Source: an optimization exercise on an open RTL-to-GDS flow (aim: a short achievable clock period and few clock cycles). Production flows keep margins and buffers that such runs may drop. The RTL was checked by simulation tests, not by an equivalence proof against the original design. Power figures rest on the tool's default switching activity, not on a simulated workload.

==> inputs of job 494 <==
Design cache_top, start of the top module:
module cache_top #(
    parameter int SET_BITS = 4
) (
    input  wire logic             clk_i,
    input  wire logic             rst_i,
    input  wire logic             read_i,
    input  wire logic             write_i,
    input  wire cache_pkg::word_t address_i,
    input  wire cache_pkg::word_t writedata_i,
    output cache_pkg::word_t      readdata_o,
    output logic                  stb_o,
    output logic                  busy_o,
    input  wire cache_pkg::word_t mem_readdata_i,
    input  wire logic             mem_ack_i,
    output cache_pkg::word_t      mem_address_o,
    output cache_pkg::word_t      mem_writedata_o,
    output logic                  mem_read_o,
    output logic                  mem_write_o
);
    localparam int SETS     = 1 << SET_BITS;
    localparam int OFF      = cache_pkg::OFFSET_BITS;
    localparam int TAG_BITS = cache_pkg::XLEN - SET_BITS - OFF;
    localparam int MQD      = 16;   
    localparam int RQD      = 32;   
    localparam int IDW      = 4;    
    localparam int RCW      = 6;    
    typedef logic [TAG_BITS-1:0] tag_t;
    typedef logic [31:0]         word_t;
    logic [SETS-1:0] valid0_q, valid1_q, dirty0_q, dirty1_q, pend0_q, pend1_q, lru_q;
    tag_t            tag0_q  [SETS];
    tag_t            tag1_q  [SETS];
    word_t           data0_q [SETS];
    word_t           data1_q [SETS];
    logic [IDW-1:0]  pid0_q  [SETS];
    logic [IDW-1:0]  pid1_q  [SETS];
    logic [IDW-1:0]  nid_q;
    logic            s1_v_q, s1_rd_q;
    word_t           s1_addr_q, s1_wdata_q;
    logic [SETS-1:0] s1_sdec_q, s1_eq0_q, s1_eq1_q;
    logic            s1_same_q;
    logic            busy_q;
    logic            s0_v_q, s0_rd_q;
    word_t           s0_addr_q, s0_wdata_q;
    logic [SETS-1:0] s0_sel0_q, s0_sel1_q;    
    logic [SETS-1:0] s0_hitv_q, s0_wbv_q;     
  ...
Settings: LEC_CHECK=0, ABC_CLOCK_PERIOD_IN_PS=2500, CAP_MARGIN=20, CELL_PAD_IN_SITES_DETAIL_PLACEMENT=1, CELL_PAD_IN_SITES_GLOBAL_PLACEMENT=2, CORE_MARGIN=2, CORE_UTILIZATION=35, SETUP_SLACK_MARGIN=3.2, SLEW_MARGIN=20, TNS_END_PERCENT=100; clock period 6.0 ns.
run.sh (not shown) runs the stock make flow with config.mk's settings and CLKGATE_MAP_FILE= SYNTH_SCRIPT=/design/flow/synth_recipe.tcl, a recipe that flattens the netlist after the stock synthesis.
==> job 4761 (differences from job 494) <==
SETUP_SLACK_MARGIN = 3.0   (was 3.2)
==> job 5918 (differences from job 494) <==
SETUP_SLACK_MARGIN = 2.8   (was 3.2)
==> run summary <==
- The highest worst hold slack belongs to job 5918, the lowest to job 4761.
- The highest combinational power belongs to job 494, the lowest to job 5918.
- Between job 5918 and job 494, the lower register-to-register slack is in job 5918 (gap 0.13 ns).
- The lowest total power belongs to job 5918, the highest to job 494.
- In synthesized cell count, job 4761 and job 494 do not differ.
- Maximum frequency: job 5918 < job 494 < job 4761.
==> figures <==
Area Growth Syn to Fin: job 5918 16.1%; job 494 25.7%; job 4761 18.8%
Number of multi-input combinational cells: job 5918 16200; job 494 16200; job 4761 16200
Sequential-cell power consumption: job 5918 52.1 mW; job 494 52.3 mW; job 4761 51.9 mW
Critical Path End: job 5918 data0_q[3][15]; job 494 s0_vtag_q[6]; job 4761 rq_d_q[1][20]
Count of vias placed by the detailed router: job 5918 207000; job 494 218000; job 4761 209000
Area occupied by multi-input gates: job 5918 107000 sq um; job 494 115000 sq um; job 4761 109000 sq um
Post-cts resize count: job 5918 532; job 494 2201; job 4761 1039
Run status: job 5918 finished clean; job 494 finished clean; job 4761 finished clean
Sequential share of cell area: job 5918 46.9%; job 494 43.3%; job 4761 45.9%
Clock transition at the registers of the reported paths: job 5918 0.07 ns; job 494 0.06 ns; job 4761 0.06 ns
Register area: job 5918 135000 sq um; job 494 135000 sq um; job 4761 135000 sq um
Routing usage on met1: job 5918 49.4%; job 494 51.3%; job 4761 49.7%
Power in the clock group: job 5918 37.9 mW; job 494 38.5 mW; job 4761 38.3 mW
Pre-CTS worst setup slack: job 5918 0.136 ns; job 494 -0.00567 ns; job 4761 0.259 ns
Testbench counts of job 494, summed over its fixed seeds: cycles 12,441.
Testbench counts of job 4761, summed over its fixed seeds: cycles 12,441.
Testbench counts of job 5918, summed over its fixed seeds: cycles 12,441.

-- separate check: timing with driven ports --
Ports are ideal in the flow. The routed layouts listed here were re-timed in OpenROAD. Step 1 sets driving cells, clkbuf_16 on the clock port and buf_2 on the other inputs (assumed; they add their load-dependent delay and slew). Step 2 also shifts input and output timing later by t, the mid clock arrival at the registers, as if the neighbouring blocks saw the same clock. a / b / c = ideal ports / drivers / drivers and shift; a / b = the first two.
run	t, ns	slack for setup (ns)	worst register clock-pin slew, ns	cell pins on the clock port's net
job 494	1.313	2.779 / 2.779 / 1.607	0.07 / 0.07	1
job 4761	1.314	2.839 / 2.779 / 1.465	0.07 / 0.07	1
job 5918	1.288	2.644 / 2.644 / 1.450	0.07 / 0.07	1
After both steps every run listed still meets setup and hold. The setup slack of job 4761, which loses most, moves by -0.060 ns with the drivers and by -1.374 ns with both steps.
